What follows belongs to an exercise in optimizing a design on an open flow for small area, a short achievable clock period and few clock cycles per item; a production flow would make more cautious choices. At most, simulation tests tie the RTL to the original design; equivalence was not proved. Only the layout flow was run in runs 1 to 3; the RTL was not checked for function there. Power figures rest on the tool's default switching activity, not on a simulated workload.

===== flow/flow/run.sh =====
#!/bin/bash
# Standard layout, with the port buffers the standard flow's flow inserts made from
# the smallest plain buffer; repair still resizes any that timing needs.
set -euo pipefail
export BUFFER_PORTS_ARGS="-buffer_cell sky130_fd_sc_hd__buf_1"
bash standard.sh > standard_flow.log 2>&1

===== flow/standard.sh =====
#!/bin/bash
# synth_recipe.tcl (not shown) runs the flow's synth.tcl, then flattens the netlist and writes it again
# the make line also repeats each setting of config.mk as NAME=value (left out here)
make -C /OpenROAD-flow-scripts/flow DESIGN_CONFIG=/design/flow/config.mk WORK_HOME=/design/flow/orfs CLKGATE_MAP_FILE= SYNTH_SCRIPT=/design/flow/synth_recipe.tcl "${@:-finish}"

===== flow/config.mk =====
export PLATFORM = sky130hd
export DESIGN_NAME = alpha_compositor
export DESIGN_NICKNAME = alpha_compositor
export VERILOG_FILES = /design/flow/design.v
export SDC_FILE = /design/flow/constraint.sdc
export NUM_CORES = 4
export LEC_CHECK = 0
export CAP_MARGIN = 20
export CORE_MARGIN = 2
export CORE_UTILIZATION = 40
export CTS_BUF_LIST = sky130_fd_sc_hd__clkbuf_4 sky130_fd_sc_hd__clkbuf_8
export SETUP_SLACK_MARGIN = 5
export SLEW_MARGIN = 20
export TNS_END_PERCENT = 0

===== flow/constraint.sdc =====
create_clock -name core_clock -period 8.0 [get_ports {clk}]
set_input_delay 1.6000 -clock core_clock [delete_from_list [all_inputs] [get_ports {clk}]]
set_output_delay 1.6000 -clock core_clock [all_outputs]
set_load 0.01 [all_outputs]

===== flow/design.v =====
package blend_pkg;
	typedef logic [8-1:0] channel_t;
	typedef struct packed
	{
		channel_t r;
		channel_t g;
		channel_t b;
	} rgb_t;
	typedef logic [12-1:0] pixel_addr_t;
	typedef struct packed
	{
		pixel_addr_t addr;   
		rgb_t rgb;           
		channel_t alpha;     
		logic last;          
	} src_entry_t;
	typedef struct packed
	{
		pixel_addr_t addr;   
		rgb_t rgb;           
		logic last;          
	} res_entry_t;
endpackage
module alpha_blend_sum
(
	input logic [7:0] s,
	input logic [7:0] d,
	input logic [7:0] a,
	output logic [15:0] n0,
	output logic [15:0] n1
);
	logic [7:0] m0;
	logic [7:0] m1;
	logic [7:0] m2;
	logic [7:0] m3;
	logic [7:0] m4;
	logic [7:0] m5;
	logic [7:0] m6;
	logic [7:0] m7;
	logic u1;
	logic u2;
	logic u3;
	logic u4;
	logic u5;
	logic u6;
	logic u7;
	logic u8;
	logic u9;
	logic u10;
	logic u11;
	logic u12;
	logic u13;
	logic u14;
	logic u15;
	logic u16;
	logic u17;
	logic u18;
	logic u19;
	logic u20;
	logic u21;
	logic u22;
	logic u23;
	logic u24;
	logic u25;
	logic u26;
	logic u27;
	logic u28;
	logic u29;
	logic u30;
	logic u31;
	logic u32;
	logic u33;
	logic u34;
	logic u35;
	logic u36;
	logic u37;
	logic u38;
	logic u39;
	logic u40;
	logic u41;
	logic u42;
	logic u43;
	logic u44;
	logic u45;
	logic u46;
	logic u47;
	logic u48;
	logic u49;
	logic u50;
	logic u51;
	logic u52;
	logic u53;
	logic u54;
	logic u55;
	logic u56;
	logic u57;
	logic u58;
	logic u59;
	logic u60;
	logic u61;
	logic u62;
	logic u63;
	logic u64;
	logic u65;
	logic u66;
	logic u67;
	logic u68;
	logic u69;
	logic u70;
	logic u71;
	logic u72;
	logic u73;
	logic u74;
	logic u75;
	logic u76;
	logic u77;
	logic u78;
	logic u79;
	logic u80;
	logic u81;
	logic u82;
	logic u83;
	logic u84;
	assign m0 = a[0] ? s : d;
	assign m1 = a[1] ? s : d;
	assign m2 = a[2] ? s : d;
	assign m3 = a[3] ? s : d;
	assign m4 = a[4] ? s : d;
	assign m5 = a[5] ? s : d;
	assign m6 = a[6] ? s : d;
	assign m7 = a[7] ? s : d;
	assign u1 = m0[6] ^ m1[5];
	assign u2 = m0[6] & m1[5];
	assign u3 = m0[7] ^ m1[6] ^ m2[5];
	assign u4 = (m0[7] & m1[6]) | (m0[7] & m2[5]) | (m1[6] & m2[5]);
	assign u5 = m3[4] ^ m4[3];
	assign u6 = m3[4] & m4[3];
	assign u7 = m1[7] ^ m2[6] ^ m3[5];
	assign u8 = (m1[7] & m2[6]) | (m1[7] & m3[5]) | (m2[6] & m3[5]);
	assign u9 = m4[4] ^ m5[3];
	assign u10 = m4[4] & m5[3];
	assign u11 = m2[7] ^ m3[6] ^ m4[5];
	assign u12 = (m2[7] & m3[6]) | (m2[7] & m4[5]) | (m3[6] & m4[5]);
	assign u13 = m0[4] ^ m1[3];
	assign u14 = m0[4] & m1[3];
	assign u15 = m0[5] ^ m1[4] ^ m2[3];
	assign u16 = (m0[5] & m1[4]) | (m0[5] & m2[3]) | (m1[4] & m2[3]);
	assign u17 = m3[2] ^ m4[1];
	assign u18 = m3[2] & m4[1];
	assign u19 = u1 ^ m2[4] ^ m3[3];
	assign u20 = (u1 & m2[4]) | (u1 & m3[3]) | (m2[4] & m3[3]);
	assign u21 = m4[2] ^ m5[1] ^ m6[0];
	assign u22 = (m4[2] & m5[1]) | (m4[2] & m6[0]) | (m5[1] & m6[0]);
	assign u23 = u2 ^ u3 ^ u5;
	assign u24 = (u2 & u3) | (u2 & u5) | (u3 & u5);
	assign u25 = m5[2] ^ m6[1] ^ m7[0];
	assign u26 = (m5[2] & m6[1]) | (m5[2] & m7[0]) | (m6[1] & m7[0]);
	assign u27 = u4 ^ u6 ^ u7;
	assign u28 = (u4 & u6) | (u4 & u7) | (u6 & u7);
	assign u29 = u9 ^ m6[2] ^ m7[1];
	assign u30 = (u9 & m6[2]) | (u9 & m7[1]) | (m6[2] & m7[1]);
	assign u31 = u8 ^ u10 ^ u11;
	assign u32 = (u8 & u10) | (u8 & u11) | (u10 & u11);
	assign u33 = m5[4] ^ m6[3] ^ m7[2];
	assign u34 = (m5[4] & m6[3]) | (m5[4] & m7[2]) | (m6[3] & m7[2]);
	assign u35 = u12 ^ m3[7] ^ m4[6];
	assign u36 = (u12 & m3[7]) | (u12 & m4[6]) | (m3[7] & m4[6]);
	assign u37 = m5[5] ^ m6[4] ^ m7[3];
	assign u38 = (m5[5] & m6[4]) | (m5[5] & m7[3]) | (m6[4] & m7[3]);
	assign u39 = m4[7] ^ m5[6] ^ m6[5];
	assign u40 = (m4[7] & m5[6]) | (m4[7] & m6[5]) | (m5[6] & m6[5]);
	assign u41 = m0[3] ^ m1[2];
	assign u42 = m0[3] & m1[2];
	assign u43 = u13 ^ m2[2] ^ m3[1];
	assign u44 = (u13 & m2[2]) | (u13 & m3[1]) | (m2[2] & m3[1]);
	assign u45 = u14 ^ u15 ^ u17;
	assign u46 = (u14 & u15) | (u14 & u17) | (u15 & u17);
	assign u47 = u16 ^ u18 ^ u19;
	assign u48 = (u16 & u18) | (u16 & u19) | (u18 & u19);
	assign u49 = u20 ^ u22 ^ u23;
	assign u50 = (u20 & u22) | (u20 & u23) | (u22 & u23);
	assign u51 = u24 ^ u26 ^ u27;
	assign u52 = (u24 & u26) | (u24 & u27) | (u26 & u27);
	assign u53 = u28 ^ u30 ^ u31;
	assign u54 = (u28 & u30) | (u28 & u31) | (u30 & u31);
	assign u55 = u32 ^ u34 ^ u35;
	assign u56 = (u32 & u34) | (u32 & u35) | (u34 & u35);
	assign u57 = u36 ^ u38 ^ u39;
	assign u58 = (u36 & u38) | (u36 & u39) | (u38 & u39);
	assign u59 = u40 ^ m5[7] ^ m6[6];
	assign u60 = (u40 & m5[7]) | (u40 & m6[6]) | (m5[7] & m6[6]);
	assign u61 = m0[2] ^ m1[1];
	assign u62 = m0[2] & m1[1];
	assign u63 = u41 ^ m2[1] ^ m3[0];
	assign u64 = (u41 & m2[1]) | (u41 & m3[0]) | (m2[1] & m3[0]);
	assign u65 = u42 ^ u43 ^ m4[0];
	assign u66 = (u42 & u43) | (u42 & m4[0]) | (u43 & m4[0]);
	assign u67 = u44 ^ u45 ^ m5[0];
	assign u68 = (u44 & u45) | (u44 & m5[0]) | (u45 & m5[0]);
	assign u69 = u46 ^ u47 ^ u21;
	assign u70 = (u46 & u47) | (u46 & u21) | (u47 & u21);
	assign u71 = u48 ^ u49 ^ u25;
	assign u72 = (u48 & u49) | (u48 & u25) | (u49 & u25);
	assign u73 = u50 ^ u51 ^ u29;
	assign u74 = (u50 & u51) | (u50 & u29) | (u51 & u29);
	assign u75 = u52 ^ u53 ^ u33;
	assign u76 = (u52 & u53) | (u52 & u33) | (u53 & u33);
	assign u77 = u54 ^ u55 ^ u37;
	assign u78 = (u54 & u55) | (u54 & u37) | (u55 & u37);
	assign u79 = u56 ^ u57 ^ m7[4];
	assign u80 = (u56 & u57) | (u56 & m7[4]) | (u57 & m7[4]);
	assign u81 = u58 ^ u59 ^ m7[5];
	assign u82 = (u58 & u59) | (u58 & m7[5]) | (u59 & m7[5]);
	assign u83 = u60 ^ m6[7] ^ m7[6];
	assign u84 = (u60 & m6[7]) | (u60 & m7[6]) | (m6[7] & m7[6]);
	assign n0 = {1'b0, u84, u82, u80, u78, u76, u74, u72, u70, u68, u66, u64, u62, u61, m0[1], m0[0]};
	assign n1 = {1'b0, m7[7], u83, u81, u79, u77, u75, u73, u71, u69, u67, u65, u63, m2[0], m1[0], 1'b0};
endmodule
module alpha_blend_div
(
	input logic [15:0] n0,
	input logic [15:0] n1,
	output logic [7:0] q
);
	logic v1;
	logic v2;
	logic v3;
	logic v4;
	logic v5;
	logic v6;
	logic v7;
	logic v8;
	logic v9;
	logic v10;
	logic v11;
	logic v12;
	logic v13;
	logic v14;
	logic v15;
	logic v16;
	logic v17;
	logic v18;
	logic v19;
	logic v20;
	logic v21;
	logic v22;
	logic v23;
	logic v24;
	logic v25;
	logic v26;
	logic v27;
	logic v28;
	logic v29;
	logic v30;
	logic v31;
	logic v32;
	logic v33;
	logic v34;
	logic v35;
	logic v36;
	logic v37;
	logic v38;
	logic v39;
	logic v40;
	logic v41;
	logic v42;
	logic v43;
	logic v44;
	logic [23:0] x0;
	logic [23:0] x1;
	logic [23:0] t;
	assign v1 = n0[0] ^ n0[8];
	assign v2 = n0[0] & n0[8];
	assign v3 = n0[1] ^ n0[9] ^ n1[1];
	assign v4 = (n0[1] & n0[9]) | (n0[1] & n1[1]) | (n0[9] & n1[1]);
	assign v5 = n0[2] ^ n0[10] ^ n1[2];
	assign v6 = (n0[2] & n0[10]) | (n0[2] & n1[2]) | (n0[10] & n1[2]);
	assign v7 = n0[3] ^ n0[11] ^ n1[3];
	assign v8 = (n0[3] & n0[11]) | (n0[3] & n1[3]) | (n0[11] & n1[3]);
	assign v9 = n0[4] ^ n0[12] ^ n1[4];
	assign v10 = (n0[4] & n0[12]) | (n0[4] & n1[4]) | (n0[12] & n1[4]);
	assign v11 = n0[5] ^ n0[13] ^ n1[5];
	assign v12 = (n0[5] & n0[13]) | (n0[5] & n1[5]) | (n0[13] & n1[5]);
	assign v13 = n0[6] ^ n0[14] ^ n1[6];
	assign v14 = (n0[6] & n0[14]) | (n0[6] & n1[6]) | (n0[14] & n1[6]);
	assign v15 = v1 ^ n1[8];
	assign v16 = v1 & n1[8];
	assign v17 = v2 ^ v3 ^ n1[9];
	assign v18 = (v2 & v3) | (v2 & n1[9]) | (v3 & n1[9]);
	assign v19 = v4 ^ v5 ^ n1[10];
	assign v20 = (v4 & v5) | (v4 & n1[10]) | (v5 & n1[10]);
	assign v21 = v6 ^ v7 ^ n1[11];
	assign v22 = (v6 & v7) | (v6 & n1[11]) | (v7 & n1[11]);
	assign v23 = v8 ^ v9 ^ n1[12];
	assign v24 = (v8 & v9) | (v8 & n1[12]) | (v9 & n1[12]);
	assign v25 = v10 ^ v11 ^ n1[13];
	assign v26 = (v10 & v11) | (v10 & n1[13]) | (v11 & n1[13]);
	assign v27 = v12 ^ v13 ^ n1[14];
	assign v28 = (v12 & v13) | (v12 & n1[14]) | (v13 & n1[14]);
	assign v29 = v14 ^ n0[7] ^ n1[7];
	assign v30 = (v14 & n0[7]) | (v14 & n1[7]) | (n0[7] & n1[7]);
	assign v31 = n0[8] ^ n1[8];
	assign v32 = n0[8] & n1[8];
	assign v33 = n0[9] ^ n1[9];
	assign v34 = n0[9] & n1[9];
	assign v35 = n0[10] ^ n1[10];
	assign v36 = n0[10] & n1[10];
	assign v37 = n0[11] ^ n1[11];
	assign v38 = n0[11] & n1[11];
	assign v39 = n0[12] ^ n1[12];
	assign v40 = n0[12] & n1[12];
	assign v41 = n0[13] ^ n1[13];
	assign v42 = n0[13] & n1[13];
	assign v43 = n0[14] ^ n1[14];
	assign v44 = n0[14] & n1[14];
	assign x0 = {v44, v42, v40, v38, v36, v34, v32, v30, v28, v26, v24, v22, v20, v18, v16, v15, n0[7], n0[6], n0[5], n0[4], n0[3], n0[2], n0[1], n0[0]};
	assign x1 = {1'b0, v43, v41, v39, v37, v35, v33, v31, v29, v27, v25, v23, v21, v19, v17, 1'b1, n1[7], n1[6], n1[5], n1[4], n1[3], n1[2], n1[1], 1'b1};
	assign t = x0 + x1;
	assign q = t[23:16];
endmodule
module alpha_compositor
(
	input logic clk,
	input logic reset,
	input logic src_valid,
	output logic src_ready,
	input blend_pkg::pixel_addr_t src_addr,
	input blend_pkg::channel_t src_r,
	input blend_pkg::channel_t src_g,
	input blend_pkg::channel_t src_b,
	input blend_pkg::channel_t src_a,
	input logic src_last,
	output logic wb_cyc,
	output logic wb_stb,
	output logic wb_we,
	output blend_pkg::pixel_addr_t wb_adr,
	output blend_pkg::rgb_t wb_dat_w,
	input blend_pkg::rgb_t wb_dat_r,
	input logic wb_ack,
	output logic frame_done
);
	logic busy;
	logic wlast;        
	logic bv;
	logic [23:0] b_s;
	logic [7:0] b_a;
	logic [23:0] b_d;
	logic [11:0] b_addr;
	logic b_last;
	logic [2:0] k1;     
	logic [2:0] s1t;
	logic [15:0] s1n0;
	logic [15:0] s1n1;
	logic rdy;          
	logic hz;           
	logic rd_ack;
	logic wr_ack;
	logic free;
	logic wb_free;
	logic pv;
	logic b_done;
	logic issue_r;
	logic issue_w;
	logic load_b;
	logic s1v;
	logic s1_take;
	logic s1_load;
	logic [7:0] ch_s;
	logic [7:0] ch_d;
	logic [15:0] ch_n0;
	logic [15:0] ch_n1;
	logic [7:0] ch_q;
	assign wb_cyc = busy;
	assign wb_stb = busy;
	assign src_ready = rdy;
	assign rd_ack = busy && !wb_we && wb_ack;
	assign wr_ack = busy && wb_we && wb_ack;
	assign free = !busy || wr_ack;
	assign wb_free = !(busy && wb_we) || wb_ack;
	assign pv = src_valid && !rdy;
	assign b_done = bv && (k1 == 3'd0);
	assign issue_r = free && pv;
	assign issue_w = (rd_ack && bv) || (free && !pv && b_done);
	assign load_b = rd_ack && !hz;
	assign s1v = (s1t != 3'd0);
	assign s1_take = s1v && wb_free;
	assign s1_load = (k1 != 3'd0) && (!s1v || s1_take);
	assign ch_s = b_s[23:16];
	assign ch_d = b_d[23:16];
	alpha_blend_sum sum_u (.s(ch_s), .d(ch_d), .a(b_a), .n0(ch_n0), .n1(ch_n1));
	alpha_blend_div div_u (.n0(s1n0), .n1(s1n1), .q(ch_q));
	always_ff @(posedge clk)
	begin
		if (!reset)
		begin
			busy <= 1'b0;
			bv <= 1'b0;
			k1 <= 3'd0;
			s1t <= 3'd0;
			rdy <= 1'b0;
			hz <= 1'b0;
			frame_done <= 1'b0;
		end
		else
		begin
			frame_done <= wr_ack && wlast;
			rdy <= load_b;
			hz <= bv && (src_addr == b_addr);
			if (issue_r || issue_w)
				busy <= 1'b1;
			else if (wb_ack)
				busy <= 1'b0;
			if (load_b)
				bv <= 1'b1;
			else if (issue_w)
				bv <= 1'b0;
			if (load_b)
				k1 <= 3'b001;
			else if (s1_load)
				k1 <= {k1[1:0], 1'b0};
			if (s1_load)
				s1t <= k1;
			else if (s1_take)
				s1t <= 3'd0;
		end
	end
	always_ff @(posedge clk)
	begin
		if (issue_r)
		begin
			wb_we <= 1'b0;
			wb_adr <= src_addr;
		end
		else if (issue_w)
		begin
			wb_we <= 1'b1;
			wb_adr <= b_addr;
			wlast <= b_last;
		end
		if (rd_ack)
			b_d <= wb_dat_r;
		else if (s1_load)
			b_d <= {b_d[15:0], 8'd0};
		if (load_b)
		begin
			b_s <= {src_r, src_g, src_b};
			b_a <= src_a;
			b_addr <= src_addr;
			b_last <= src_last;
		end
		else if (s1_load)
			b_s <= {b_s[15:0], 8'd0};
		if (s1_load)
		begin
			s1n0 <= ch_n0;
			s1n1 <= ch_n1;
		end
		if (s1_take && s1t[0])
			wb_dat_w[23:16] <= ch_q;
		if (s1_take && s1t[1])
			wb_dat_w[15:8] <= ch_q;
		if (s1_take && s1t[2])
			wb_dat_w[7:0] <= ch_q;
	end
endmodule

==> impl_metrics.env, run 1 <==
export IMPL_status="timing/DRC/antenna clean"
export IMPL_dpl_hpwl_um=11600
export IMPL_syn_nets=714
export IMPL_startpoint="s1n0[1]$_DFFE_PP_"
export IMPL_dp_slack_ps=4420
export IMPL_required_ps=8210
export IMPL_ant_nets=0
export IMPL_core_area_um2=20000
export IMPL_maxCapViolations=0
export IMPL_whs_path_depth=0
export IMPL_syn2layout_area_growth_pct=16.8
export IMPL_postPlaceCellArea_um2=8820
export IMPL_port_buffers=113
export IMPL_drive_gt1_frac=0.216
export IMPL_hold_start="b_last$_DFFE_PP_"
export IMPL_placementRows=52
export IMPL_synth_edf_count=135
export IMPL_ys_ff_latch=147
export IMPL_die_w_um=146
export IMPL_synth_top_area_frac=0.501
export IMPL_yosysWarnings=1
export IMPL_path_max_fanout=3
export IMPL_clockRootBuffer="clkbuf_8"
export IMPL_finish_utilization=0.472
export IMPL_fin_skew_ps=14.3
export IMPL_multi_input_area_um2=3680
export IMPL_grt_pass1_vias=5146
export IMPL_cp_end_kind="register"
export IMPL_finalCritPeriodShare=0.394
export IMPL_worst_r2r_endpoint="wb_dat_w[15]$_DFFE_PP_"
export IMPL_grt_max_degree=50
export IMPL_finalHoldViolations=0
export IMPL_max_slew_margin=0.319
export IMPL_hp_class="register to register"
export IMPL_nNetsFinal=853
export IMPL_fin_area_um2=9460
export IMPL_grt_pass1_wl_um=26200
export IMPL_htreeDepth=4
export IMPL_synth_cell_types=46
export IMPL_cts_buffers=17
export IMPL_die_area_um2=21400
export IMPL_slew_viol_final=0
export IMPL_p_leak_nw=3.47
export IMPL_syn_area_um2=8090
export IMPL_cts_buffer_depth=2
export IMPL_drtIter0Drc=172
export IMPL_finalSetupTns_ps=0
export IMPL_rsz0062_at_grt="true"
export IMPL_hold_buffers=0
export IMPL_ff_latch_area_um2=4290
export IMPL_netlist_instances=556
export IMPL_worst_slack_ps=4850
export IMPL_r2r_slack_ps=4850
export IMPL_ioPinCount=114
export IMPL_cts_sinks=147
export IMPL_firstDrtPassIters=6
export IMPL_peakVddDrop_mv=0.116
export IMPL_hold_end="wlast$_DFFE_PP_"
export IMPL_setup_violations=0
export IMPL_start_util=0.404
export IMPL_place_congestion=0.843
export IMPL_clk_pin_slew_worst_paths_ps=90
export IMPL_r2r_start="s1n0[1]$_DFFE_PP_"
export IMPL_ys_top_cells_by_count="135 x edfxtp_1, 70 x mux2_2, 48 x fa_1, 47 x inv_1, 37 x ha_1"
export IMPL_synthFlopType="edfxtp_1"
export IMPL_crit_type="register to register"
export IMPL_drt_wl_total_um=15900
export IMPL_antenna_cells=0
export IMPL_ys_seq_area_frac=0.531
export IMPL_tightest_slew_ps=1020
export IMPL_cp_start_kind="register"
export IMPL_netlist_top_cells_area="edfxtp_1 50%, fa_1 12%, mux2_2 9.7%"
export IMPL_route_detailed_wl_per_inst_um=16.3
export IMPL_vias_per_cell=4.84
export IMPL_grt_ovfl_total=0
export IMPL_synthMostInstantiatedCell="edfxtp_1"
export IMPL_dp_cells=925
export IMPL_antenna_found_initial=0
export IMPL_ys_async_sr_fraction=0
export IMPL_synth_top_area_cell="edfxtp_1"
export IMPL_syn_avg_cell_area_um2=14.6
export IMPL_die_h_um=146
export IMPL_rr_worst_depth=11
export IMPL_powerDensity_nw_per_um2=235
export IMPL_fillCellCount=1855
export IMPL_track_usage=0.156
export IMPL_drc=0
export IMPL_cts_tree="yes"
export IMPL_fmax_ghz=0.317
export IMPL_period_minus_slack_ps=3150
export IMPL_clock_latency_ps=440
export IMPL_instances_no_fill=978
export IMPL_vias=4730
export IMPL_arrival_ps=3360
[stage by stage]
step,hold slack [ps],power (mW)
after global routing,469,2.38
after floorplan,400,1.45
final,453,2.23
after CTS,458,2.22
after global placement,410,1.61
after detailed placement,437,1.64
[power breakdown]
group / switching, mW / internal, mW / leakage [nW]
combinational: 0.372 / 0.310 / 1.94
sequential: 0.0440 / 0.963 / 1.34
clock: 0.311 / 0.228 / 0.188
total: 0.726 / 1.50 / 3.47
[layer usage]
layer | wire length [um] | vias to the layer above | GRT usage
li1 | - | 2288 | -
met1 | 7100 | 2288 | 0.201
met2 | 7700 | 139 | 0.257
met3 | 915 | 15 | 0.0463
met4 | 205 | 0 | 0.0447
met5 | 0 | - | 0
[area by class of cell]
type	count	share of cell area
multi-input combinational	345	0.389
inverter	47	0.0187
timing repair buffer	137	0.0639
clock buffer	18	0.0255
clock inverter	14	0.0130
sequential	147	0.454
tap	270	0.0357
[worst max-delay path by stage]
stage / end / slack [ps] / cells after the start
after floorplan: b_s[0]$_SDFFCE_PN0P_ / 4820 / 4
after global placement: b_s[10]$_DFFE_PP_ / 4490 / 6
after detailed placement: b_s[1]$_SDFFCE_PN0P_ / 4420 / 6
after CTS: wb_dat_w[15]$_DFFE_PP_ / 4880 / 13
after global routing: wb_dat_w[15]$_DFFE_PP_ / 4710 / 11
final: wb_dat_w[15]$_DFFE_PP_ / 4850 / 11
[sequential cells by signal (all words and copies together), names as in the netlist, 3 cells and up]
register / cells
b_a: 8
b_addr: 12
b_d: 24
b_s: 24
div_u.n1: 14
k1: 3
s1n0: 15
s1t: 3
wb_adr: 12
wb_dat_w: 24
[cell families (layout without fill, tap and decap cells)]
group,count (synthesis),after routing,synth area share
flip-flops,147,147,0.531
multiplexers,108,108,0.146
AND/OR/NAND/NOR,88,88,0.0597
adder cells (fa/ha/maj),85,85,0.176
buffers and inverters,64,216,0.0309
AO/OA/AOI/OAI,45,45,0.0363
XOR/XNOR,19,19,0.0206
[worst max-delay path, cell delays in order (launching register included)]
cell      delay [ps]
edfxtp_1         440
fa_1             480
fa_1             580
ha_4             230
a211oi_2         220
nor2_1            90
nor3_2           100
buf_4            160
nand4_1          170
a31oi_2          240
xnor2_1           80
buf_4            140
[repair_timing]
action | in CTS | in global routing
gates resized for setup | 14 | 7
endpoints found under the setup margin | 72 | 60
cloned | 0 | 0
buffers inserted | 18 | 3
pin swaps | 13 | 12
[cell usage in the layout (no fill, tap or decap), drive strengths merged, types with 5 or more instances in the layout]
cell	netlist	final
ha	37	37
xnor2	18	18
fa	48	48
dfxtp	12	12
edfxtp	135	135
nor3	7	7
nor2	10	10
inv	47	53
mux2	81	81
nand3	9	9
and2	22	22
nand2b	5	5
nand4	6	6
nand2	16	16
clkinv	0	7
a21oi	17	17
mux2i	27	27
nor2b	6	6
buf	6	137
clkbuf	11	18
a211oi	5	5
==> run 2, diff against run 1 <==
--- a/flow/config.mk
+++ b/flow/config.mk
@@ -9,6 +9,8 @@
 export CORE_MARGIN = 2
 export CORE_UTILIZATION = 40
 export CTS_BUF_LIST = sky130_fd_sc_hd__clkbuf_4 sky130_fd_sc_hd__clkbuf_8
+export CTS_CLUSTER_DIAMETER = 100
+export CTS_CLUSTER_SIZE = 30
 export SETUP_SLACK_MARGIN = 5
 export SLEW_MARGIN = 20
 export TNS_END_PERCENT = 0
==> run 2 against run 1 <==
  * Register-to-register slack about the same
  * Fmax unchanged
  * Non-clock buffer count unchanged
  * Critical path type unchanged
  * Area after synthesis unchanged
==> impl_metrics.env, run 2 <==
export IMPL_synthFlopType="edfxtp_1"
export IMPL_r2r_slack_ps=4850
export IMPL_core_area_um2=20000
export IMPL_ys_seq_area_frac=0.531
export IMPL_hp_class="register to register"
export IMPL_hold_end="wlast$_DFFE_PP_"
export IMPL_cts_buffer_depth=2
export IMPL_start_util=0.404
export IMPL_place_congestion=0.843
export IMPL_p_total_mw=2.23
export IMPL_drive_gt1_frac=0.216
export IMPL_clkPwrFrac=0.242
export IMPL_finalCritPeriodShare=0.394
export IMPL_grt_ovfl_total=0
export IMPL_clock_latency_ps=440
export IMPL_syn_area_um2=8090
export IMPL_netlist_top_cells_area="edfxtp_1 50%, fa_1 12%, mux2_2 9.7%"
export IMPL_cp_cell_sequence="fa_1, fa_1, ha_4, a211oi_2, nor2_1, nor3_2, buf_4, nand4_1, a31oi_2, xnor2_1, buf_4"
export IMPL_cts_tree="yes"
export IMPL_max_stage_delay_ps=580
export IMPL_fillCellCount=1855
export IMPL_worst_r2r_endpoint="wb_dat_w[15]$_DFFE_PP_"
export IMPL_drc=0
export IMPL_tightest_slew_ps=1020
export IMPL_track_usage=0.156
export IMPL_ys_ff_latch=147
export IMPL_rsz0062_at_grt="true"
export IMPL_route_detailed_wl_per_inst_um=16.3
export IMPL_synth_edf_count=135
export IMPL_die_h_um=146
export IMPL_power_frac_seq=0.452
export IMPL_synthMostInstantiatedCell="edfxtp_1"
export IMPL_yosysWarnings=1
export IMPL_layout_commonest_cell="edfxtp_1"
export IMPL_max_slew_margin=0.319
export IMPL_ioPinCount=114
export IMPL_die_area_um2=21400
export IMPL_synth_top_area_frac=0.501
export IMPL_arrival_ps=3360
export IMPL_syn_nets=714
export IMPL_placementRows=52
export IMPL_path_max_fanout=3
export IMPL_finalSetupTns_ps=0
export IMPL_antenna_cells=0
export IMPL_cp_start_kind="register"
export IMPL_grt_pass1_wl_um=26200
export IMPL_htreeDepth=4
export IMPL_vias=4730
export IMPL_power_switching_share=0.326
export IMPL_drt_wl_total_um=15900
export IMPL_vias_per_cell=4.84
export IMPL_ys_async_sr_fraction=0
export IMPL_ys_top_cells_by_count="135 x edfxtp_1, 70 x mux2_2, 48 x fa_1, 47 x inv_1, 37 x ha_1"
export IMPL_share_comb_of_total_power=0.306
export IMPL_peakVddDrop_mv=0.116
export IMPL_clockRootBuffer="clkbuf_8"
export IMPL_crit_type="register to register"
export IMPL_firstDrtPassIters=6
export IMPL_cts_sinks=147
export IMPL_setup_violations=0
export IMPL_drtIter0Drc=172
export IMPL_cpMaxStageDelayCell="fa_1"
export IMPL_die_w_um=146
export IMPL_slew_viol_final=0
export IMPL_p_sw_uw=726
export IMPL_required_ps=8210
export IMPL_status="timing/DRC/antenna clean"
export IMPL_finalHoldViolations=0
export IMPL_cts_buffers=17
export IMPL_ant_nets=0
export IMPL_antenna_found_initial=0
export IMPL_fmax_ghz=0.317
export IMPL_synth_cell_types=46
export IMPL_p_leak_nw=3.47
export IMPL_maxCapViolations=0
export IMPL_period_minus_slack_ps=3150
export IMPL_dpl_hpwl_um=11600
export IMPL_port_buffers=113
export IMPL_crit_buf_inv=2
export IMPL_cp_end_kind="register"
export IMPL_final_cell_mix="135 x edfxtp_1, 113 x buf_1, 70 x mux2_2, 47 x fa_1, 45 x inv_1"
export IMPL_fin_skew_ps=14.3
export IMPL_rr_worst_depth=11
export IMPL_powerDensity_nw_per_um2=235
export IMPL_p_int_mw=1.50
export IMPL_nNetsFinal=853
export IMPL_syn_avg_cell_area_um2=14.6
export IMPL_biggestRegsByFlops="b_d (24), b_s (24), wb_dat_w (24)"
export IMPL_grt_max_degree=50
export IMPL_hold_start="b_last$_DFFE_PP_"
export IMPL_r2r_start="s1n0[1]$_DFFE_PP_"
export IMPL_clk_pin_slew_worst_paths_ps=90
export IMPL_cp_top_family="adder cells"
export IMPL_netlist_instances=556
export IMPL_syn2layout_area_growth_pct=16.8
export IMPL_grt_pass1_vias=5146
export IMPL_synth_top_area_cell="edfxtp_1"
export IMPL_whs_path_depth=0
run 2: kinds of logic after synthesis:
logic type,synth area share
and+or+nand+nor,0.0597
muxes,0.146
adders and majority gates,0.176
buffers and inverters,0.0309
AOI/OAI and AO/OA,0.0363
xor gates and xnor gates,0.0206
DFF,0.531
run 2: power by group through the flow:
| stage | clock, mW | combinational (mW) | sequential (mW) |
|---|---|---|---|
| floorplan | 0 | 0.440 | 1.01 |
| global placement | 0 | 0.584 | 1.03 |
| detailed placement | 0 | 0.607 | 1.03 |
| CTS | 0.552 | 0.662 | 1.01 |
| global route | 0.589 | 0.775 | 1.01 |
| finish | 0.538 | 0.681 | 1.01 |
run 2: worst max path at each step:
| stage | depth (start not counted) | start | to | slack [ps] |
|---|---|---|---|---|
| after floorplan | 4 | wb_ack | b_s[0]$_SDFFCE_PN0P_ | 4820 |
| after global placement | 6 | wb_ack | b_s[10]$_DFFE_PP_ | 4490 |
| after detailed placement | 6 | wb_ack | b_s[1]$_SDFFCE_PN0P_ | 4420 |
| after CTS | 13 | div_u.n1[1]$_DFFE_PP_ | wb_dat_w[15]$_DFFE_PP_ | 4880 |
| after global routing | 11 | div_u.n1[4]$_DFFE_PP_ | wb_dat_w[15]$_DFFE_PP_ | 4710 |
| final | 11 | s1n0[1]$_DFFE_PP_ | wb_dat_w[15]$_DFFE_PP_ | 4850 |
run 2: per-layer routing:
layer / share of wire / global-route usage / routed length [um]
met5: 0 / 0 / 0
met4: 0.013 / 0.0447 / 205
met3: 0.057 / 0.0463 / 915
met2: 0.48 / 0.257 / 7700
met1: 0.45 / 0.201 / 7100
run 2: layout make-up:
| class | count | area [um2] | area share |
|---|---|---|---|
| clock buffers | 18 | 241 | 0.0255 |
| flip-flops and latches | 147 | 4290 | 0.454 |
| repair buffers | 137 | 604 | 0.0639 |
| well taps | 270 | 338 | 0.0357 |
| clock inverters | 14 | 123 | 0.0130 |
| multi-input cells | 345 | 3680 | 0.389 |
| inverters | 47 | 176 | 0.0187 |
run 2: worst reg2reg max path: cells and delay by family, from the launching register on:
family / cells / cell delay [ps]
fa+ha+maj: 3 / 1290
compound gates: 2 / 460
flops: 1 / 440
simple gates: 3 / 360
buf+inv: 2 / 300
xor+xnor: 1 / 80
run 2: per-stage QoR:
step / hold WS [ps] / cells / cell area [um2] / setup slack [ps] / util
after floorplan: 400 / 556 / 8100 / 4820 / -
after detailed placement: 437 / 925 / 8820 / 4420 / 0.440
final: 453 / 978 / 9460 / 4850 / 0.472
after global placement: 410 / 925 / 8820 / 4490 / 0.440
after global routing: 469 / 978 / 9460 / 4710 / 0.472
after CTS: 458 / 975 / 9390 / 4880 / 0.468
run 2: repair_timing:
| action | in CTS | in global routing |
|---|---|---|
| pin swaps | 13 | 12 |
| gates resized for setup | 14 | 7 |
| cloned | 0 | 0 |
| hold buffers | 0 | 0 |
| setup buffers | 18 | 3 |
| setup endpoints to repair | 72 | 60 |
==> run 3, diff against run 2 <==
--- a/flow/design.v
+++ b/flow/design.v
@@ -362,6 +362,7 @@
 	logic issue_r;
 	logic issue_w;
 	logic load_b;
+	logic b_fill;
 	logic s1v;
 	logic s1_take;
 	logic s1_load;
@@ -382,6 +383,7 @@
 	assign issue_r = free && pv;
 	assign issue_w = (rd_ack && bv) || (free && !pv && b_done);
 	assign load_b = rd_ack && !hz;
+	assign b_fill = busy && !wb_we && (k1 == 3'd0);
 	assign s1v = (s1t != 3'd0);
 	assign s1_take = s1v && wb_free;
 	assign s1_load = (k1 != 3'd0) && (!s1v || s1_take);
@@ -437,19 +439,23 @@
 			wb_adr <= b_addr;
 			wlast <= b_last;
 		end
-		if (rd_ack)
-			b_d <= wb_dat_r;
-		else if (s1_load)
-			b_d <= {b_d[15:0], 8'd0};
-		if (load_b)
+		if (b_fill)
 		begin
+			if (wb_ack)
+				b_d <= wb_dat_r;
 			b_s <= {src_r, src_g, src_b};
 			b_a <= src_a;
+		end
+		else if (s1_load)
+		begin
+			b_d[23:8] <= b_d[15:0];
+			b_s[23:8] <= b_s[15:0];
+		end
+		if (load_b)
+		begin
 			b_addr <= src_addr;
 			b_last <= src_last;
 		end
-		else if (s1_load)
-			b_s <= {b_s[15:0], 8'd0};
 		if (s1_load)
 		begin
 			s1n0 <= ch_n0;
--- a/flow/config.mk
+++ b/flow/config.mk
@@ -9,8 +9,6 @@
 export CORE_MARGIN = 2
 export CORE_UTILIZATION = 40
 export CTS_BUF_LIST = sky130_fd_sc_hd__clkbuf_4 sky130_fd_sc_hd__clkbuf_8
-export CTS_CLUSTER_DIAMETER = 100
-export CTS_CLUSTER_SIZE = 30
 export SETUP_SLACK_MARGIN = 5
 export SLEW_MARGIN = 20
 export TNS_END_PERCENT = 0
==> run 3 against run 2 <==
  * Synthesized cell count is 11% higher
  * Non-clock buffer count up 1
  * Clock-buffer cell count is 2 higher
  * Sequential share of layout area shrank 0.40 points
  * Critical path depth fell by 2
  * Final cell count increased by 6.0%
  * Worst setup slack better by 1.5 ps
  * Sequential power increased by 4%
  * Wire length increased by 3.3%
  * Utilization increased by 1.5 points
  * Clock power rose by 13%
  * Largest cell class unchanged
==> impl_metrics.env, run 3 <==
export IMPL_status="timing/DRC/antenna clean"
export IMPL_die_h_um=146
export IMPL_cp_start_kind="register"
export IMPL_hp_class="register to register"
export IMPL_cts_tree="yes"
export IMPL_worst_r2r_endpoint="wb_dat_w[18]$_DFFE_PP_"
export IMPL_grt_ovfl_total=0
export IMPL_instances_no_fill=1037
export IMPL_drive_gt1_frac=0.179
export IMPL_netlist_top_cells_area="edfxtp_1 50%, fa_1 12%, mux2_2 6.8%"
export IMPL_required_ps=8250
export IMPL_fin_area_um2=9540
export IMPL_syn2layout_area_growth_pct=18.4
export IMPL_cp_cell_sequence="fa_1, fa_2, ha_4, nand4_1, nor4_4, nand2_1, o21ai_2, buf_4, xnor2_1"
export IMPL_finalSetupTns_ps=0
export IMPL_setup_violations=0
export IMPL_r2r_slack_ps=4850
export IMPL_ys_seq_area_frac=0.533
export IMPL_layout_commonest_cell="edfxtp_1"
export IMPL_vias=4994
export IMPL_synthMostInstantiatedCell="edfxtp_1"
export IMPL_max_slew_margin=0.334
export IMPL_vias_per_cell=4.82
export IMPL_cp_end_kind="register"
export IMPL_fmax_ghz=0.318
export IMPL_p_leak_nw=3.68
export IMPL_period_minus_slack_ps=3150
export IMPL_yosysWarnings=1
export IMPL_finalCritPeriodShare=0.394
export IMPL_ys_ff_latch=147
export IMPL_powerDensity_nw_per_um2=272
export IMPL_clk_pin_slew_worst_paths_ps=80
export IMPL_final_cell_mix="135 x edfxtp_1, 116 x nand2_1, 113 x buf_1, 50 x inv_1, 49 x mux2_2"
export IMPL_port_buffers=113
export IMPL_ys_top_cells_by_count="135 x edfxtp_1, 116 x nand2_1, 50 x inv_1, 49 x mux2_2, 48 x fa_1"
export IMPL_clockRootBuffer="clkbuf_8"
export IMPL_arrival_ps=3390
export IMPL_r2r_start="s1n0[13]$_DFFE_PP_"
export IMPL_cts_sinks=147
export IMPL_syn_area_um2=8060
export IMPL_grt_max_degree=39
export IMPL_grt_pass1_vias=5383
export IMPL_synth_cell_types=45
export IMPL_hold_start="b_last$_DFFE_PP_"
export IMPL_drc=0
export IMPL_synth_edf_count=135
export IMPL_synthFlopType="edfxtp_1"
export IMPL_hold_end="wlast$_DFFE_PP_"
export IMPL_htreeDepth=4
export IMPL_cpMaxStageDelayCell="fa_1"
export IMPL_clock_latency_ps=450
export IMPL_drt_wl_total_um=16400
export IMPL_route_detailed_wl_per_inst_um=15.9
export IMPL_synth_top_area_frac=0.503
export IMPL_dpl_hpwl_um=12000
export IMPL_fin_skew_ps=13.9
export IMPL_netlist_instances=618
export IMPL_fillCellCount=1773
export IMPL_maxCapViolations=0
export IMPL_syn_avg_cell_area_um2=13.0
export IMPL_ant_nets=0
export IMPL_slew_viol_final=0
export IMPL_antenna_cells=0
export IMPL_start_util=0.411
export IMPL_rsz0062_at_grt="true"
export IMPL_cp_top_family="adder cells"
export IMPL_synth_top_area_cell="edfxtp_1"
export IMPL_track_usage=0.163
export IMPL_biggestRegsByFlops="b_d (24), b_s (24), wb_dat_w (24)"
export IMPL_finalHoldViolations=0
export IMPL_ioPinCount=114
export IMPL_place_congestion=0.924
export IMPL_core_area_um2=19600
export IMPL_placementRows=51
export IMPL_peakVddDrop_mv=0.125
export IMPL_path_max_fanout=3
export IMPL_die_area_um2=21300
export IMPL_cts_buffer_depth=2
export IMPL_firstDrtPassIters=5
export IMPL_antenna_found_initial=0
export IMPL_cts_buffers=17
export IMPL_nNetsFinal=917
export IMPL_syn_nets=776
export IMPL_max_stage_delay_ps=590
export IMPL_whs_path_depth=0
export IMPL_drtIter0Drc=202
export IMPL_tightest_slew_ps=991
export IMPL_ys_async_sr_fraction=0
export IMPL_crit_type="register to register"
export IMPL_grt_pass1_wl_um=27600
export IMPL_dp_cells=983
export IMPL_crit_buf_inv=1
export IMPL_rr_worst_depth=9
export IMPL_die_w_um=146
export IMPL_postPlaceCellArea_um2=8790
## run 3: cell types whose count changed in the layout (fill, tap and decap cells not counted), sizes merged, moves of 4 or more
cell / delta
mux2: -32
nor3: -5
o21a: +4
nand2: +100
and2: -20
o21ai: +9
## run 3: worst register-to-register path: cells and delay by family (launching register included)
family	cells	cell delay, ps
buffers and inverters	1	160
adders and majority gates	3	1350
DFF	1	440
xor gates and xnor gates	1	170
and+or+nand+nor	3	580
AOI/OAI and AO/OA	1	260
## run 3: cell type report
type | count | area (um2) | area share
sequential | 147 | 4290 | 0.450
tap | 265 | 332 | 0.0347
clock buffer | 20 | 256 | 0.0269
clock inverter | 12 | 158 | 0.0165
timing repair buffer | 138 | 612 | 0.0641
multi-input combinational | 405 | 3700 | 0.388
inverter | 50 | 188 | 0.0197
## run 3: how the worst max path moves through the flow
stage	end	depth (start not counted)	startpoint	slack [ps]
finish	wb_dat_w[18]$_DFFE_PP_	9	s1n0[13]$_DFFE_PP_	4850
global route	wb_dat_w[20]$_DFFE_PP_	9	div_u.n1[4]$_DFFE_PP_	4660
CTS	wb_dat_w[15]$_DFFE_PP_	9	div_u.n1[6]$_DFFE_PP_	4910
detailed placement	b_d[10]$_DFFE_PP_	5	wb_ack	4320
global placement	wb_adr[0]$_DFFE_PP_	4	wb_ack	4310
floorplan	b_d[10]$_DFFE_PP_	4	wb_ack	4960
## run 3: power breakdown
group / switching (mW) / internal [mW] / leakage, nW
logic: 0.521 / 0.412 / 2.13
clock network: 0.288 / 0.320 / 0.204
registers: 0.0541 / 0.996 / 1.34
## run 3: cell families after synthesis
group	count (synthesis)	synth area share
xor gates and xnor gates	18	0.0196
adders and majority gates	85	0.177
buffers and inverters	67	0.0320
DFF	147	0.533
muxes	76	0.102
and+or+nand+nor	164	0.0879
AOI/OAI and AO/OA	61	0.0489
## run 3: what timing repair did
action / 4_1_cts / 5_1_grt
pin swaps: 13 / 0
gates resized for setup: 26 / 0
buffers inserted: 21 / 0
endpoints found under the setup margin: 51 / 61
gates cloned: 1 / 0
hold buffers: 0 / 0
## run 3: per-stage QoR
step | hold slack (ps) | power, mW | utilization | setup slack (ps)
after floorplan | 400 | 1.63 | - | 4960
after global placement | 409 | 1.85 | 0.449 | 4310
after detailed placement | 408 | 1.88 | 0.449 | 4320
after CTS | 427 | 2.60 | 0.487 | 4910
after global routing | 436 | 2.77 | 0.487 | 4660
final | 423 | 2.59 | 0.487 | 4850
## run 3: metal layers
layer,routed length [um],GRT usage,vias to the layer above
li1,-,-,2456
met1,7160,0.201,2374
met2,8190,0.281,134
met3,700,0.0376,30
met4,391,0.0603,0
met5,0,0,-
==> run 4, diff against run 3 <==
--- a/flow/design.v
+++ b/flow/design.v
@@ -348,7 +348,7 @@
 	logic [11:0] b_addr;
 	logic b_last;
 	logic [2:0] k1;     
-	logic [2:0] s1t;
+	logic s1v;
 	logic [15:0] s1n0;
 	logic [15:0] s1n1;
 	logic rdy;          
@@ -362,8 +362,6 @@
 	logic issue_r;
 	logic issue_w;
 	logic load_b;
-	logic b_fill;
-	logic s1v;
 	logic s1_take;
 	logic s1_load;
 	logic [7:0] ch_s;
@@ -383,8 +381,6 @@
 	assign issue_r = free && pv;
 	assign issue_w = (rd_ack && bv) || (free && !pv && b_done);
 	assign load_b = rd_ack && !hz;
-	assign b_fill = busy && !wb_we && (k1 == 3'd0);
-	assign s1v = (s1t != 3'd0);
 	assign s1_take = s1v && wb_free;
 	assign s1_load = (k1 != 3'd0) && (!s1v || s1_take);
 	assign ch_s = b_s[23:16];
@@ -398,7 +394,7 @@
 			busy <= 1'b0;
 			bv <= 1'b0;
 			k1 <= 3'd0;
-			s1t <= 3'd0;
+			s1v <= 1'b0;
 			rdy <= 1'b0;
 			hz <= 1'b0;
 			frame_done <= 1'b0;
@@ -421,9 +417,9 @@
 			else if (s1_load)
 				k1 <= {k1[1:0], 1'b0};
 			if (s1_load)
-				s1t <= k1;
+				s1v <= 1'b1;
 			else if (s1_take)
-				s1t <= 3'd0;
+				s1v <= 1'b0;
 		end
 	end
 	always_ff @(posedge clk)
@@ -439,33 +435,29 @@
 			wb_adr <= b_addr;
 			wlast <= b_last;
 		end
-		if (b_fill)
-		begin
-			if (wb_ack)
-				b_d <= wb_dat_r;
-			b_s <= {src_r, src_g, src_b};
-			b_a <= src_a;
-		end
+		if (rd_ack)
+			b_d <= wb_dat_r;
 		else if (s1_load)
-		begin
 			b_d[23:8] <= b_d[15:0];
-			b_s[23:8] <= b_s[15:0];
-		end
 		if (load_b)
 		begin
+			b_s <= {src_r, src_g, src_b};
+			b_a <= src_a;
 			b_addr <= src_addr;
 			b_last <= src_last;
 		end
+		else if (s1_load)
+			b_s[23:8] <= b_s[15:0];
 		if (s1_load)
 		begin
 			s1n0 <= ch_n0;
 			s1n1 <= ch_n1;
 		end
-		if (s1_take && s1t[0])
+		if (s1_take && k1[1])
 			wb_dat_w[23:16] <= ch_q;
-		if (s1_take && s1t[1])
+		if (s1_take && k1[2])
 			wb_dat_w[15:8] <= ch_q;
-		if (s1_take && s1t[2])
+		if (s1_take && k1 == 3'd0)
 			wb_dat_w[7:0] <= ch_q;
 	end
 endmodule
--- a/flow/config.mk
+++ b/flow/config.mk
@@ -5,6 +5,7 @@
 export SDC_FILE = /design/flow/constraint.sdc
 export NUM_CORES = 4
 export LEC_CHECK = 0
+export ABC_CLOCK_PERIOD_IN_PS = 2800
 export CAP_MARGIN = 20
 export CORE_MARGIN = 2
 export CORE_UTILIZATION = 40
==> run 4 against run 3 <==
  * Still clean on timing, DRC and antenna
  * Wire length fell by 4.7%
  * Global-route usage fell by 1.1 points
  * Sequential share of layout area rose by 0.25 points
  * Register-to-register slack improved by 30 ps
  * Hold slack improved by 20 ps
  * Die area fell by 1.3%
  * Total power fell by 14%
  * Clock skew rose by 1.2 ps
  * Sequential cell count fell by 2
  * Combinational power fell by 29%
  * Utilization fell by 0.41 points
  * Critical path type unchanged
  * Critical endpoint is now wb_dat_w[14]$_DFFE_PP_
==> impl_metrics.env, run 4 <==
export IMPL_finalHoldViolations=0
export IMPL_ys_seq_area_frac=0.535
export IMPL_cp_start_kind="register"
export IMPL_drt_wl_total_um=15700
export IMPL_instances_no_fill=990
export IMPL_p_leak_nw=3.51
export IMPL_vias_per_cell=4.83
export IMPL_grt_ovfl_total=0
export IMPL_crit_type="register to register"
export IMPL_hold_start="b_last$_DFFE_PP_"
export IMPL_finalSetupTns_ps=0
export IMPL_period_minus_slack_ps=3110
export IMPL_p_total_mw=2.24
export IMPL_dp_slack_ps=3950
export IMPL_fmax_ghz=0.321
export IMPL_max_stage_delay_ps=520
export IMPL_biggestRegsByFlops="b_d (24), b_s (24), wb_dat_w (24)"
export IMPL_slew_viol_final=0
export IMPL_antenna_found_initial=0
export IMPL_syn2layout_area_growth_pct=18.3
export IMPL_cts_buffer_depth=2
export IMPL_fin_skew_ps=15.1
export IMPL_ys_top_cells_by_count="135 x edfxtp_1, 61 x mux2_2, 59 x nand2_1, 55 x inv_1, 48 x fa_1"
export IMPL_dpl_hpwl_um=11500
export IMPL_placementRows=51
export IMPL_die_area_um2=21000
export IMPL_tightest_slew_ps=874
export IMPL_netlist_instances=571
export IMPL_clock_latency_ps=450
export IMPL_powerDensity_nw_per_um2=238
export IMPL_core_area_um2=19500
export IMPL_clk_pin_slew_worst_paths_ps=90
export IMPL_grt_pass1_wl_um=25200
export IMPL_arrival_ps=3310
export IMPL_ioPinCount=114
export IMPL_worst_slack_ps=4890
export IMPL_cp_cell_sequence="fa_1, fa_1, ha_1, nand4_1, nor2_1, and3_4, nor4_4, o21ai_2, xnor2_2"
export IMPL_drive_gt1_frac=0.208
export IMPL_die_h_um=145
export IMPL_crit_buf_inv=0
export IMPL_place_congestion=0.785
export IMPL_yosysWarnings=1
export IMPL_fin_hold_ws_ps=443
export IMPL_die_w_um=145
export IMPL_r2r_slack_ps=4890
export IMPL_cts_buffers=17
export IMPL_status="timing/DRC/antenna clean"
export IMPL_cp_top_family="adder cells"
export IMPL_layout_commonest_cell="edfxtp_1"
export IMPL_max_slew_margin=0.415
export IMPL_setup_violations=0
export IMPL_worst_r2r_endpoint="wb_dat_w[14]$_DFFE_PP_"
export IMPL_rsz0062_at_grt="true"
export IMPL_synth_edf_count=135
export IMPL_htreeDepth=4
export IMPL_ant_nets=0
export IMPL_vias=4783
export IMPL_track_usage=0.152
export IMPL_route_detailed_wl_per_inst_um=15.8
export IMPL_synth_top_area_cell="edfxtp_1"
export IMPL_synth_cell_types=46
export IMPL_syn_area_um2=7950
export IMPL_ys_async_sr_fraction=0
export IMPL_grt_pass1_vias=4938
export IMPL_synthMostInstantiatedCell="edfxtp_1"
export IMPL_dp_cells=935
export IMPL_rr_worst_depth=9
export IMPL_hold_end="wlast$_DFFE_PP_"
export IMPL_ys_ff_latch=145
export IMPL_path_max_fanout=4
export IMPL_fillCellCount=1722
export IMPL_r2r_start="s1n0[14]$_DFFE_PP_"
export IMPL_drtIter0Drc=269
export IMPL_peakVddDrop_mv=0.144
export IMPL_start_util=0.408
export IMPL_required_ps=8200
export IMPL_cts_sinks=145
export IMPL_syn_avg_cell_area_um2=13.9
export IMPL_synthFlopType="edfxtp_1"
export IMPL_firstDrtPassIters=5
export IMPL_drc=0
export IMPL_grt_max_degree=33
export IMPL_clockRootBuffer="clkbuf_8"
export IMPL_antenna_cells=0
export IMPL_cp_end_kind="register"
export IMPL_whs_path_depth=0
export IMPL_final_cell_mix="135 x edfxtp_1, 113 x buf_1, 61 x mux2_2, 58 x nand2_1, 52 x inv_1"
export IMPL_maxCapViolations=0
export IMPL_finalCritPeriodShare=0.389
export IMPL_cpMaxStageDelayCell="fa_1"
export IMPL_syn_nets=729
export IMPL_synth_top_area_frac=0.510
export IMPL_nNetsFinal=870
export IMPL_hp_class="register to register"
export IMPL_port_buffers=113
export IMPL_netlist_top_cells_area="edfxtp_1 51%, fa_1 12%, mux2_2 8.6%"
export IMPL_cpMostUsedCell="fa_1"
export IMPL_hold_buffers=0
export IMPL_cts_tree="yes"
==> run 4: where the power goes <==
part / internal, mW / total (mW) / switching [mW]
clock: 0.289 / 0.590 / 0.301
sequential: 0.948 / 0.990 / 0.0425
combinational: 0.291 / 0.659 / 0.368
==> run 4: routing by layer <==
metal / track usage / share of wire
met5: 0 / 0
met4: 0.0426 / 0.0073
met3: 0.0384 / 0.050
met2: 0.253 / 0.50
met1: 0.199 / 0.44
==> run 4: what timing repair did <==
action,CTS,global route
endpoints found under the hold margin,0,0
setup buffers,1,22
gates resized for setup,3,25
pin swaps,1,12
setup endpoints to repair,108,140
==> run 4: layout make-up <==
| cell class | count | area (um2) | share of cell area |
|---|---|---|---|
| tap | 265 | 332 | 0.0353 |
| inverter | 56 | 215 | 0.0229 |
| timing repair buffer | 138 | 612 | 0.0651 |
| clock buffer | 19 | 249 | 0.0265 |
| sequential | 145 | 4250 | 0.452 |
| multi-input combinational | 354 | 3590 | 0.382 |
| clock inverter | 13 | 150 | 0.0160 |
==> run 4: cell families after synthesis <==
logic type	after synthesis	share of synthesized area
buffers and inverters	72	0.0351
adder cells (fa/ha/maj)	85	0.179
AND/OR/NAND/NOR	112	0.0642
multiplexers	92	0.126
flip-flops	145	0.535
AO/OA/AOI/OAI	47	0.0403
XOR/XNOR	18	0.0198
==> run 4: worst max path at each step <==
stage / startpoint / to / slack (ps) / depth (start not counted)
after global routing: s1n0[9]$_DFFE_PP_ / wb_dat_w[1]$_DFFE_PP_ / 4770 / 11
final: s1n0[14]$_DFFE_PP_ / wb_dat_w[14]$_DFFE_PP_ / 4890 / 9
after detailed placement: wb_ack / b_s[17]$_DFFE_PP_ / 3950 / 5
after CTS: div_u.n1[1]$_DFFE_PP_ / wb_dat_w[17]$_DFFE_PP_ / 4740 / 11
after floorplan: b_a[3]$_DFFE_PP_ / div_u.n1[9]$_DFFE_PP_ / 4970 / 9
after global placement: wb_ack / b_s[19]$_DFFE_PP_ / 4050 / 5
==> run 4: stage by stage <==
| stage | util | cell area [um2] |
|---|---|---|
| global placement | 0.445 | 8670 |
| floorplan | - | 7950 |
| finish | 0.483 | 9400 |
| CTS | 0.467 | 9080 |
| detailed placement | 0.445 | 8670 |
| global route | 0.483 | 9400 |
Testbench counts of run 4, summed over its fixed seeds: cycles 34,519, pixels 5,905.
==> run 5, diff against run 4 <==
--- a/flow/config.mk
+++ b/flow/config.mk
@@ -5,7 +5,6 @@
 export SDC_FILE = /design/flow/constraint.sdc
 export NUM_CORES = 4
 export LEC_CHECK = 0
-export ABC_CLOCK_PERIOD_IN_PS = 2800
 export CAP_MARGIN = 20
 export CORE_MARGIN = 2
 export CORE_UTILIZATION = 40
==> run 5 against run 4 <==
  * Area after synthesis stayed put
  * Clock skew did not move
  * Clock power about the same
  * Cell area is the same
  * Largest cell class unchanged
==> impl_metrics.env, run 5 <==
export IMPL_max_slew_margin=0.415
export IMPL_nNetsFinal=870
export IMPL_die_area_um2=21000
export IMPL_finalHoldViolations=0
export IMPL_track_usage=0.152
export IMPL_r2r_start="s1n0[14]$_DFFE_PP_"
export IMPL_netlist_top_cells_area="edfxtp_1 51%, fa_1 12%, mux2_2 8.6%"
export IMPL_cpMaxStageDelayCell="fa_1"
export IMPL_finalCritPeriodShare=0.389
export IMPL_cts_buffers=17
export IMPL_finalSetupTns_ps=0
export IMPL_cp_end_kind="register"
export IMPL_drtIter0Drc=269
export IMPL_cp_cell_sequence="fa_1, fa_1, ha_1, nand4_1, nor2_1, and3_4, nor4_4, o21ai_2, xnor2_2"
export IMPL_cts_sinks=145
export IMPL_firstDrtPassIters=5
export IMPL_grt_max_degree=33
export IMPL_ys_ff_latch=145
export IMPL_ant_nets=0
export IMPL_place_congestion=0.785
export IMPL_worst_slack_ps=4890
export IMPL_r2r_slack_ps=4890
export IMPL_grt_ovfl_total=0
export IMPL_die_h_um=145
export IMPL_ys_top_cells_by_count="135 x edfxtp_1, 61 x mux2_2, 59 x nand2_1, 55 x inv_1, 48 x fa_1"
export IMPL_placementRows=51
export IMPL_drive_gt1_frac=0.208
export IMPL_period_minus_slack_ps=3110
export IMPL_htreeDepth=4
export IMPL_p_leak_nw=3.51
export IMPL_yosysWarnings=1
export IMPL_netlist_instances=571
export IMPL_multi_input_area_um2=3590
export IMPL_ioPinCount=114
export IMPL_cts_tree="yes"
export IMPL_port_buffers=113
export IMPL_slew_viol_final=0
export IMPL_cts_buffer_depth=2
export IMPL_synthFlopType="edfxtp_1"
export IMPL_cp_start_kind="register"
export IMPL_peakVddDrop_mv=0.144
export IMPL_syn_nets=729
export IMPL_clock_latency_ps=450
export IMPL_route_detailed_wl_per_inst_um=15.8
export IMPL_hp_class="register to register"
export IMPL_fin_area_um2=9400
export IMPL_syn2layout_area_growth_pct=18.3
export IMPL_ff_latch_area_um2=4250
export IMPL_whs_path_depth=0
export IMPL_crit_buf_inv=0
export IMPL_drc=0
export IMPL_worst_r2r_endpoint="wb_dat_w[14]$_DFFE_PP_"
export IMPL_antenna_cells=0
export IMPL_synth_top_area_frac=0.510
export IMPL_p_total_mw=2.24
export IMPL_path_max_fanout=4
export IMPL_max_stage_delay_ps=520
export IMPL_dpl_hpwl_um=11500
export IMPL_synth_top_area_cell="edfxtp_1"
export IMPL_rr_worst_depth=9
export IMPL_tightest_slew_ps=874
export IMPL_maxCapViolations=0
export IMPL_fin_skew_ps=15.1
export IMPL_clockRootBuffer="clkbuf_8"
export IMPL_cp_top_family="adder cells"
export IMPL_die_w_um=145
export IMPL_biggestRegsByFlops="b_d (24), b_s (24), wb_dat_w (24)"
export IMPL_ys_async_sr_fraction=0
export IMPL_start_util=0.408
export IMPL_drt_wl_total_um=15700
export IMPL_grt_pass1_vias=4938
export IMPL_setup_violations=0
export IMPL_hold_end="wlast$_DFFE_PP_"
export IMPL_clk_pin_slew_worst_paths_ps=90
export IMPL_syn_area_um2=7950
export IMPL_final_cell_mix="135 x edfxtp_1, 113 x buf_1, 61 x mux2_2, 58 x nand2_1, 52 x inv_1"
export IMPL_grt_pass1_wl_um=25200
export IMPL_hold_buffers=0
export IMPL_ys_seq_area_frac=0.535
export IMPL_vias=4783
export IMPL_rsz0062_at_grt="true"
export IMPL_cpMostUsedCell="fa_1"
export IMPL_synth_cell_types=46
export IMPL_powerDensity_nw_per_um2=238
export IMPL_dp_slack_ps=3950
export IMPL_finish_utilization=0.483
export IMPL_status="timing/DRC/antenna clean"
export IMPL_synth_edf_count=135
export IMPL_crit_type="register to register"
export IMPL_hold_start="b_last$_DFFE_PP_"
export IMPL_antenna_found_initial=0
export IMPL_vias_per_cell=4.83
export IMPL_core_area_um2=19500
export IMPL_syn_avg_cell_area_um2=13.9
export IMPL_required_ps=8200
export IMPL_synthMostInstantiatedCell="edfxtp_1"
export IMPL_postPlaceCellArea_um2=8670
export IMPL_fmax_ghz=0.321
export IMPL_arrival_ps=3310
export IMPL_fillCellCount=1722
export IMPL_layout_commonest_cell="edfxtp_1"
## run 5: cell counts after synthesis
Identical to the previous run, type by type.
## run 5: routing by layer
layer / vias to the layer above / GRT usage / part of all wire
met1: 2322 / 0.199 / 0.44
met4: 0 / 0.0426 / 0.0073
met5: - / 0 / 0
met3: 9 / 0.0384 / 0.050
li1: 2312 / - / -
met2: 140 / 0.253 / 0.50
## run 5: worst max path at each step
| stage | from | to | slack, ps | depth (start not counted) |
|---|---|---|---|---|
| floorplan | b_a[3]$_DFFE_PP_ | div_u.n1[9]$_DFFE_PP_ | 4970 | 9 |
| global placement | wb_ack | b_s[19]$_DFFE_PP_ | 4050 | 5 |
| detailed placement | wb_ack | b_s[17]$_DFFE_PP_ | 3950 | 5 |
| CTS | div_u.n1[1]$_DFFE_PP_ | wb_dat_w[17]$_DFFE_PP_ | 4740 | 11 |
| global route | s1n0[9]$_DFFE_PP_ | wb_dat_w[1]$_DFFE_PP_ | 4770 | 11 |
| finish | s1n0[14]$_DFFE_PP_ | wb_dat_w[14]$_DFFE_PP_ | 4890 | 9 |
## run 5: cells by family (layout without fill, tap and decap cells)
| kind of cell | Yosys count | in the layout | synth area share |
|---|---|---|---|
| flip-flops | 145 | 145 | 0.535 |
| adder cells (fa/ha/maj) | 85 | 85 | 0.179 |
| buffers and inverters | 72 | 226 | 0.0351 |
| AO/OA/AOI/OAI | 47 | 47 | 0.0403 |
| XOR/XNOR | 18 | 18 | 0.0198 |
| AND/OR/NAND/NOR | 112 | 112 | 0.0642 |
| multiplexers | 92 | 92 | 0.126 |
## run 5: area by class of cell
class,count,area share
Timing Repair Buffer,138,0.0651
Clock buffer,19,0.0265
Sequential cell,145,0.452
Clock inverter,13,0.0160
Tap cell,265,0.0353
Multi-Input combinational cell,354,0.382
Inverter,56,0.0229
## run 5: through the flow
stage	hold WS [ps]	cells
final	443	990
after detailed placement	413	935
after global routing	460	990
after global placement	410	935
after CTS	446	968
after floorplan	400	571
## run 5: where the power goes
| group | leakage (nW) | internal [mW] | switching, mW |
|---|---|---|---|
| Sequential | 1.32 | 0.948 | 0.0425 |
| Combinational | 2.00 | 0.291 | 0.368 |
| Clock | 0.192 | 0.289 | 0.301 |
## run 5: timing repair
| action | 4_1_cts | 5_1_grt |
|---|---|---|
| buffers inserted | 1 | 22 |
| pin swaps | 1 | 12 |
| gates resized for setup | 3 | 25 |
| setup endpoints to repair | 108 | 140 |
| hold endpoints to repair | 0 | 0 |
==> run 6, diff against run 5 <==
--- a/flow/config.mk
+++ b/flow/config.mk
@@ -5,10 +5,10 @@
 export SDC_FILE = /design/flow/constraint.sdc
 export NUM_CORES = 4
 export LEC_CHECK = 0
-export CAP_MARGIN = 20
+export CAP_MARGIN = 0
 export CORE_MARGIN = 2
 export CORE_UTILIZATION = 40
 export CTS_BUF_LIST = sky130_fd_sc_hd__clkbuf_4 sky130_fd_sc_hd__clkbuf_8
 export SETUP_SLACK_MARGIN = 5
-export SLEW_MARGIN = 20
+export SLEW_MARGIN = 0
 export TNS_END_PERCENT = 0
==> run 6 against run 5 <==
  * Still clean
  * Hold slack gained 0.93 ps
  * Clock skew is essentially flat
  * Total power is essentially flat
  * Final cell count is the same
  * Synthesized cell count is the same
  * Non-clock buffer count is the same
  * Critical path type unchanged
==> impl_metrics.env, run 6 <==
export IMPL_status="timing/DRC/antenna clean"
export IMPL_cpMostUsedCell="fa_1"
export IMPL_cts_tree="yes"
export IMPL_ys_async_sr_fraction=0
export IMPL_clock_latency_ps=460
export IMPL_hold_buffers=0
export IMPL_finish_utilization=0.483
export IMPL_yosys_mux_area_fraction=0.126
export IMPL_use_met1=0.199
export IMPL_cts_sinks=145
export IMPL_syn2layout_area_growth_pct=18.2
export IMPL_grt_ovfl_total=0
export IMPL_clk_pin_slew_worst_paths_ps=90
export IMPL_route_detailed_wl_per_inst_um=15.9
export IMPL_vias=4810
export IMPL_cp_cell_sequence="mux2_2, ha_1, inv_1, fa_1, fa_1, inv_1, fa_1"
export IMPL_yosys_area_share_xor_xnor=0.0198
export IMPL_track_usage=0.152
export IMPL_yosysWarnings=1
export IMPL_die_h_um=145
export IMPL_synth_top_area_frac=0.510
export IMPL_period_minus_slack_ps=3120
export IMPL_drive_gt1_frac=0.208
export IMPL_max_slew_margin=0.225
export IMPL_arrival_ps=3300
export IMPL_required_ps=8180
export IMPL_path_max_fanout=8
export IMPL_powerDensity_nw_per_um2=238
export IMPL_synth_cell_types=46
export IMPL_busiest_layer="met2"
export IMPL_synth_compound_area_frac=0.0403
export IMPL_finalSetupTns_ps=0
export IMPL_core_area_um2=19500
export IMPL_fin_area_um2=9390
export IMPL_vias_per_cell=4.86
export IMPL_antenna_found_initial=0
export IMPL_finalHoldViolations=0
export IMPL_ant_nets=0
export IMPL_fin_hold_ws_ps=444
export IMPL_firstDrtPassIters=4
export IMPL_ys_top_cells_by_count="135 x edfxtp_1, 61 x mux2_2, 59 x nand2_1, 55 x inv_1, 48 x fa_1"
export IMPL_drt_wl_total_um=15700
export IMPL_layout_commonest_cell="edfxtp_1"
export IMPL_place_congestion=0.785
export IMPL_synth_edf_count=135
export IMPL_final_cell_mix="135 x edfxtp_1, 113 x buf_1, 61 x mux2_2, 58 x nand2_1, 52 x inv_1"
export IMPL_ioPinCount=114
export IMPL_die_w_um=145
export IMPL_cts_buffer_depth=2
export IMPL_synthFlopType="edfxtp_1"
export IMPL_p_leak_nw=3.51
export IMPL_drc=0
export IMPL_syn_area_um2=7950
export IMPL_yosys_area_share_simple=0.0642
export IMPL_peakVddDrop_mv=0.144
export IMPL_syn_nets=729
export IMPL_slew_viol_final=0
export IMPL_postPlaceCellArea_um2=8670
export IMPL_finalCritPeriodShare=0.390
export IMPL_clockRootBuffer="clkbuf_8"
export IMPL_grt_pass1_wl_um=25200
export IMPL_cts_buffers=17
export IMPL_port_buffers=113
export IMPL_dpl_hpwl_um=11500
export IMPL_netlist_top_cells_area="edfxtp_1 51%, fa_1 12%, mux2_2 8.6%"
export IMPL_die_area_um2=21000
export IMPL_hp_class="register to register"
export IMPL_drtIter0Drc=268
export IMPL_max_stage_delay_ps=640
export IMPL_cp_end_kind="register"
export IMPL_crit_type="register to register"
export IMPL_rsz0062_at_grt="true"
export IMPL_fmax_ghz=0.321
export IMPL_synth_top_family_by_area="adder cells"
export IMPL_placementRows=51
export IMPL_fillCellCount=1724
export IMPL_synth_top_area_cell="edfxtp_1"
export IMPL_netlist_instances=571
export IMPL_tightest_slew_ps=1150
export IMPL_synthMostInstantiatedCell="edfxtp_1"
export IMPL_cp_start_kind="register"
export IMPL_biggestRegsByFlops="b_d (24), b_s (24), wb_dat_w (24)"
export IMPL_cpMaxStageDelayCell="edfxtp_1"
export IMPL_htreeDepth=4
export IMPL_nNetsFinal=870
export IMPL_grt_util_met3=0.0384
export IMPL_fin_skew_ps=15.6
export IMPL_start_util=0.408
export IMPL_antenna_cells=0
export IMPL_synthAdderAreaFrac=0.179
export IMPL_met2_usage=0.253
export IMPL_ys_seq_area_frac=0.535
export IMPL_grt_pass1_vias=4938
export IMPL_maxCapViolations=0
export IMPL_ys_ff_latch=145
export IMPL_grt_max_degree=33
export IMPL_syn_avg_cell_area_um2=13.9
export IMPL_setup_violations=0
-- run 6: cell counts after synthesis --
No cell type changed its count.
-- run 6: cells by family after synthesis --
group                      Yosys count
DFF                                145
adders and majority gates           85
AOI/OAI and AO/OA                   47
and+or+nand+nor                    112
muxes                               92
xor gates and xnor gates            18
buffers and inverters               72
-- run 6: area by class of cell --
cell class / instances / area (um2) / share of cell area
clock buffers: 19 / 249 / 0.0265
multi-input cells: 354 / 3580 / 0.381
repair buffers: 138 / 612 / 0.0651
flip-flops and latches: 145 / 4250 / 0.453
inverters: 56 / 215 / 0.0229
clock inverters: 13 / 150 / 0.0160
well taps: 265 / 332 / 0.0353
-- run 6: worst paths after layout --
path	startpoint	endpoint	slack, ps	depth (start not counted)
max reg2reg	b_a[5]$_DFFE_PP_	div_u.n1[9]$_DFFE_PP_	4880	7
min	b_last$_DFFE_PP_	wlast$_DFFE_PP_	440	0
min reg2reg	b_last$_DFFE_PP_	wlast$_DFFE_PP_	440	0
max	b_a[5]$_DFFE_PP_	div_u.n1[9]$_DFFE_PP_	4880	7
-- run 6: critical path: cells and delay by family (launching register included) --
family     cells  cell delay, ps
mux            1             390
flops          1             640
fa+ha+maj      4            1710
buf+inv        2             100
-- run 6: layer usage --
metal | part of all wire | vias up
li1 | - | 2308
met1 | 0.44 | 2350
met2 | 0.50 | 139
met3 | 0.051 | 13
met4 | 0.0094 | 0
met5 | 0 | -
-- run 6: repair_timing --
action	in CTS	in global routing
gates resized for setup	3	25
setup buffers	1	22
endpoints found under the setup margin	108	140
pin swaps	1	12
-- run 6: where the power goes --
group	internal, mW	total (mW)	switching [mW]
Sequential	0.948	0.990	0.0424
Clock	0.289	0.591	0.302
Combinational	0.290	0.657	0.367
-- run 6: stage by stage --
step | worst slack (ps) | power [mW] | cells
after floorplan | 4970 | 1.42 | 571
after global placement | 4050 | 1.58 | 935
after detailed placement | 3950 | 1.60 | 935
after CTS | 4740 | 2.19 | 968
after global routing | 4770 | 2.38 | 990
final | 4880 | 2.24 | 990

Re-timed with assumed drivers on the ports (clkbuf_16 on the clock, buf_2 on other inputs), run 6 has 4.883 ns of setup slack against 4.883 ns with ideal ports, and 4.557 ns once port delays also move by the mid clock arrival of 0.485 ns.
